Background: an optimization exercise with open tools, aiming at small area, a short achievable clock period and few clock cycles per item. Do not read the settings as production practice. Only simulation tests tie the RTL to the original design; equivalence was not proved. No activity file was given, so power comes from the tool's default toggle rates.

==> v32: inputs <==
Design conv_engine, start of the top module:
module conv_engine (
  input  logic                 clock,
  input  logic                 reset,
  input  conv_pkg::pixel_t     pixel_in,
  input  logic                 pixel_strobe,
  input  conv_pkg::weight_t    weight_in,
  input  conv_pkg::tap_index_t weight_addr,
  input  logic                 weight_strobe,
  input  conv_pkg::result_t    bias_in,
  input  logic                 relu_enable,
  output conv_pkg::result_t    result_out,
  output logic                 result_valid,
  output logic                 overflow
);
  logic [8:0][11:0]   enc;
  logic [8:0][7:0]    pn;
  logic               window_valid;
  logic signed [15:0] bias_r;
  logic               relu_r;
  logic        [18:0] row_a, row_b;
  logic               tree_valid;
  kernel_loader kernel_loader_inst (
    .clock         (clock),
    .reset         (reset),
    .weight_in     (weight_in),
    .weight_addr   (weight_addr),
    .weight_strobe (weight_strobe),
    .enc           (enc)
  );
  window_shifter window_shifter_inst (
    .clock        (clock),
    .reset        (reset),
    .pixel_in     (pixel_in),
    .pixel_strobe (pixel_strobe),
    .pn           (pn),
    .window_valid (window_valid)
  );
  always_ff @(posedge clock) begin
    bias_r <= bias_in;
    relu_r <= relu_enable;
  end
  mult_adder mult_adder_inst (
    .clock     (clock),
    .reset     (reset),
    .valid_in  (window_valid),
    .valid_out (tree_valid),
    .pn    (pn),
    .enc   (enc),
    .bias  (bias_r),
    .row_a (row_a),
    .row_b (row_b)
  );
  conv_result conv_result_inst (
    .clock        (clock),
    .reset        (reset),
    .row_a        (row_a),
    .row_b        (row_b),
    .valid        (tree_valid),
    .relu_enable  (relu_r),
    .result_out   (result_out),
    .result_valid (result_valid),
    .overflow     (overflow)
  );
endmodule
export LEC_CHECK = 0
export ABC_AREA = 1
export CAP_MARGIN = 20
export CORE_MARGIN = 2
export CORE_UTILIZATION = 30
export CTS_CLUSTER_DIAMETER = 80
export CTS_CLUSTER_SIZE = 30
export SETUP_SLACK_MARGIN = 3.2
export SLEW_MARGIN = 20
export TNS_END_PERCENT = 20
create_clock -name core_clock -period 5.5 [get_ports {clock}]
standard.sh (not shown) runs the stock make flow with config.mk's settings and CLKGATE_MAP_FILE= SYNTH_SCRIPT=/design/flow/synth_recipe.tcl, a recipe that flattens the netlist after the stock synthesis.
==> flow/flow/run.sh <==
#!/bin/bash
# Standard layout, with one netlist clean-up between synthesis and floorplan:
# fixinv.py removes inverters between full adders by choosing each adder's
# polarity (registers and all other cells are kept as synthesized).
set -euo pipefail
work=$PWD
res=$work/orfs/results/$FLOW_PLATFORM/conv_engine/base

bash standard.sh synth > synth.log 2>&1
python3 flow/fixinv.py "$res/1_2_yosys.v" "$work/1_2_yosys.fixinv.v" > fixinv.log 2>&1
cp "$work/1_2_yosys.fixinv.v" "$res/1_2_yosys.v"
rm -f "$res/1_synth.odb" "$res/1_synth.sdc"
bash standard.sh finish > layout.log 2>&1
Other scripts of this flow, unchanged in this note and not shown: flow/flow/fixinv.py
==> v4 (differences from v32) <==
--- a/flow/config.mk
+++ b/flow/config.mk
@@ -10,7 +10,5 @@
 export CORE_MARGIN = 2
 export CORE_UTILIZATION = 30
-export CTS_CLUSTER_DIAMETER = 80
-export CTS_CLUSTER_SIZE = 30
-export SETUP_SLACK_MARGIN = 3.2
+export SETUP_SLACK_MARGIN = 3.35
 export SLEW_MARGIN = 20
-export TNS_END_PERCENT = 20
+export TNS_END_PERCENT = 50
==> v2 (differences from v32) <==
--- a/flow/flow/run.sh
+++ b/flow/flow/run.sh
@@ -11,3 +11,5 @@
 cp "$work/1_2_yosys.fixinv.v" "$res/1_2_yosys.v"
 rm -f "$res/1_synth.odb" "$res/1_synth.sdc"
-bash standard.sh finish > layout.log 2>&1
+# clock tree without dummy loads
+# ports buffered with plain buffers (the default pick is a delay cell)
+bash standard.sh CTS_ARGS="-sink_clustering_enable -repair_clock_nets -dont_use_dummy_load" BUFFER_PORTS_ARGS="-buffer_cell sky130_fd_sc_hd__buf_2" finish > layout.log 2>&1
--- a/flow/config.mk
+++ b/flow/config.mk
@@ -10,6 +10,4 @@
 export CORE_MARGIN = 2
 export CORE_UTILIZATION = 30
-export CTS_CLUSTER_DIAMETER = 80
-export CTS_CLUSTER_SIZE = 30
 export SETUP_SLACK_MARGIN = 3.2
 export SLEW_MARGIN = 20
==> qor summary <==
quantity	v32	v4	v2
DR WL/cell	23.56 um	23.78 um	24.09 um
Total instance count after detailed placement	3,247	3,249	3,249
Logic depth of the worst register-to-register path	4	5	4
Number of vias after detailed routing	15,870	17,420	16,350
Routed met3 length	6.200 mm	7.682 mm	6.636 mm
Metal-1 WL	34.12 mm	35.53 mm	35.63 mm
Run status	complete, no violations	complete, no violations	complete, no violations
Global Route met3 Usage	0.03192	0.04465	0.03312
Relative contribution of the clock network to total power	0.153	0.190	0.166
Combined area of the multi-input logic cells	13,410 um2	15,280 um2	13,470 um2
Non-Clock Buffer Area Fraction	0.03257	0.08367	0.03646
Routed length on met2	36.57 mm	40.69 mm	37.23 mm
Final worst setup slack	3.011 ns	3.199 ns	3.142 ns
Crit-path most repeated cell	sky130_fd_sc_hd__fa_1	-	sky130_fd_sc_hd__fa_1
Cell group occupying the most layout area	registers	multi-input gates	registers
Peak Freq	401.8 MHz	434.6 MHz	424.1 MHz
Max-slew headroom at the worst pin	0.2806	0.3554	0.2937
Sequential group power	6.93 mW	6.88 mW	6.96 mW
Final worst-path cycle share	0.4525	0.4184	0.4287
Total combinational power	9.69 mW	11.1 mW	9.96 mW
Fraction of layout instances using a drive strength above 1	0.09000	0.3386	0.1420
Internal power	11.48 mW	13.35 mW	12.16 mW
Testbench counts of v32, summed over its fixed seeds: cycles 16,416, results 16,240.
Testbench counts of v4, summed over its fixed seeds: cycles 16,416, results 16,240.
Testbench counts of v2, summed over its fixed seeds: cycles 16,416, results 16,240.


==> v26: inputs <==
Another version of the RTL of conv_engine (not shown whole).
export LEC_CHECK = 0
export ABC_AREA = 1
export CAP_MARGIN = 20
export CORE_MARGIN = 2
export CORE_UTILIZATION = 30
export PLACE_DENSITY = 0.75
export SETUP_SLACK_MARGIN = 3.2
export SLEW_MARGIN = 20
export TNS_END_PERCENT = 10
create_clock -name core_clock -period 5.5 [get_ports {clock}]
==> flow/flow/run.sh <==
#!/bin/bash
# Standard layout, with one netlist clean-up between synthesis and floorplan:
# fixinv.py removes inverters around full adders and xor gates by choosing
# each one's polarity (registers and all other cells are kept as synthesized).
# Yosys then proves the cleaned netlist equivalent to the synthesized one; if
# that proof fails, the synthesized netlist is laid out unchanged.
set -euo pipefail
work=$PWD
res=$work/orfs/results/$FLOW_PLATFORM/conv_engine/base
lib=$FLOW_HOME/platforms/$FLOW_PLATFORM/lib/sky130_fd_sc_hd__tt_025C_1v80.lib
yosys=$(command -v yosys || echo "$FLOW_HOME/../tools/install/yosys/bin/yosys")

bash standard.sh synth > synth.log 2>&1
cp "$res/1_2_yosys.v" "$work/1_2_yosys.synth.v"
python3 flow/fixinv.py "$work/1_2_yosys.synth.v" "$work/1_2_yosys.fixinv.v" > fixinv.log 2>&1

cat > eqcheck.ys <<EOT
read_liberty -ignore_miss_func $lib
read_verilog $work/1_2_yosys.synth.v
rename $FLOW_TOP gold
read_verilog $work/1_2_yosys.fixinv.v
rename $FLOW_TOP gate
flatten gold gate
opt_clean
rename -hide gold/w:_* gate/w:_*
rename -hide gold/w:*.A gold/w:*.B gold/w:*.CIN gold/w:*.SUM gold/w:*.COUT gold/w:*.Y gold/w:*.X
rename -hide gate/w:*.A gate/w:*.B gate/w:*.CIN gate/w:*.SUM gate/w:*.COUT gate/w:*.Y gate/w:*.X
rename -hide gold/w:mult_adder_inst.s* gold/w:mult_adder_inst.c* gold/w:mult_adder_inst.pp*
rename -hide gate/w:mult_adder_inst.s* gate/w:mult_adder_inst.c* gate/w:mult_adder_inst.pp*
async2sync
equiv_make gold gate eq
hierarchy -top eq
equiv_simple
equiv_status -assert
EOT
if "$yosys" -l eqcheck.log eqcheck.ys > /dev/null 2>&1; then
  cp "$work/1_2_yosys.fixinv.v" "$res/1_2_yosys.v"
  rm -f "$res/1_synth.odb" "$res/1_synth.sdc"
  echo "fixinv: equivalence proven, cleaned netlist used" >> fixinv.log
else
  echo "fixinv: equivalence not proven, synthesized netlist kept" >> fixinv.log
fi

# clock tree without dummy loads, ports buffered with plain buffers (the
# default pick is a delay cell)
bash standard.sh CTS_ARGS="-sink_clustering_enable -repair_clock_nets -dont_use_dummy_load -buf_list sky130_fd_sc_hd__clkbuf_8" BUFFER_PORTS_ARGS="-buffer_cell sky130_fd_sc_hd__buf_2" finish > layout.log 2>&1
Other scripts of this flow, unchanged in this note and not shown: flow/flow/fixinv.py
==> inputs of v34, as changes to v26 <==
--- a/flow/config.mk
+++ b/flow/config.mk
@@ -10,6 +10,5 @@
 export CORE_MARGIN = 2
 export CORE_UTILIZATION = 30
-export PLACE_DENSITY = 0.75
 export SETUP_SLACK_MARGIN = 3.2
 export SLEW_MARGIN = 20
-export TNS_END_PERCENT = 10
+export TNS_END_PERCENT = 5
==> inputs of v16, as changes to v26 <==
--- a/flow/config.mk
+++ b/flow/config.mk
@@ -10,6 +10,6 @@
 export CORE_MARGIN = 2
 export CORE_UTILIZATION = 30
-export PLACE_DENSITY = 0.75
+export PLACE_DENSITY = 0.7
 export SETUP_SLACK_MARGIN = 3.2
 export SLEW_MARGIN = 20
-export TNS_END_PERCENT = 10
+export TNS_END_PERCENT = 5
==> comparison <==
- v26 passed the timing, DRC and antenna checks. v34 passed the timing, DRC and antenna checks. v16 produced a clean layout.
- Clock power, lowest first: v26, v16, v34.
- Utilization: v16 < v26 < v34.
- The highest register-to-register slack belongs to v34, the lowest to v26.
- Global-route usage: v34 > v26 > v16.
- Combinational power, lowest first: v16, v26, v34.
- Against v16, the critical path depth of v34 is higher by 3.
- Die area is the same in v16 and v26.
- Design area: v16 < v26 < v34.
Testbench counts of v26, summed over its fixed seeds: cycles 16,416, results 16,240.
Testbench counts of v34, summed over its fixed seeds: cycles 16,416, results 16,240.
Testbench counts of v16, summed over its fixed seeds: cycles 16,416, results 16,240.

## separate check: timing with driven ports
How much do the figures lean on ideal ports? The routed layouts below were timed once more, with nothing changed but the port constraints.
Step 1 (the two cells are an assumption about what drives the block):
set clk [get_ports {clock}]
set_driving_cell -lib_cell sky130_fd_sc_hd__clkbuf_16 $clk
set_driving_cell -lib_cell sky130_fd_sc_hd__buf_2 [delete_from_list [all_inputs] $clk]
Step 2, shift: input delay + t, output delay - t, t = (earliest + latest rising clock arrival at the registers) / 2. This alone moves slack from input paths to output paths.
a / b / c = ideal / step 1 / step 2; a / b = the first two.
run | t (ns) | setup slack, ns | worst data-port slew with drivers (ns) | pins driven straight from the clock port
v32 | 0.647 | 3.011 / 3.011 / 3.011 | 0.04 | 1
v4 | 0.693 | 3.199 / 3.199 / 3.199 | 0.04 | 1
v2 | 0.665 | 3.142 / 3.142 / 3.142 | 0.05 | 1
v26 | 0.719 | 3.083 / 3.050 / 3.083 | 0.07 | 1
v34 | 0.738 | 3.149 / 3.149 / 3.149 | 0.05 | 1
v16 | 0.720 | 3.068 / 3.008 / 3.123 | 0.06 | 1
After both steps every run listed still meets setup and hold.
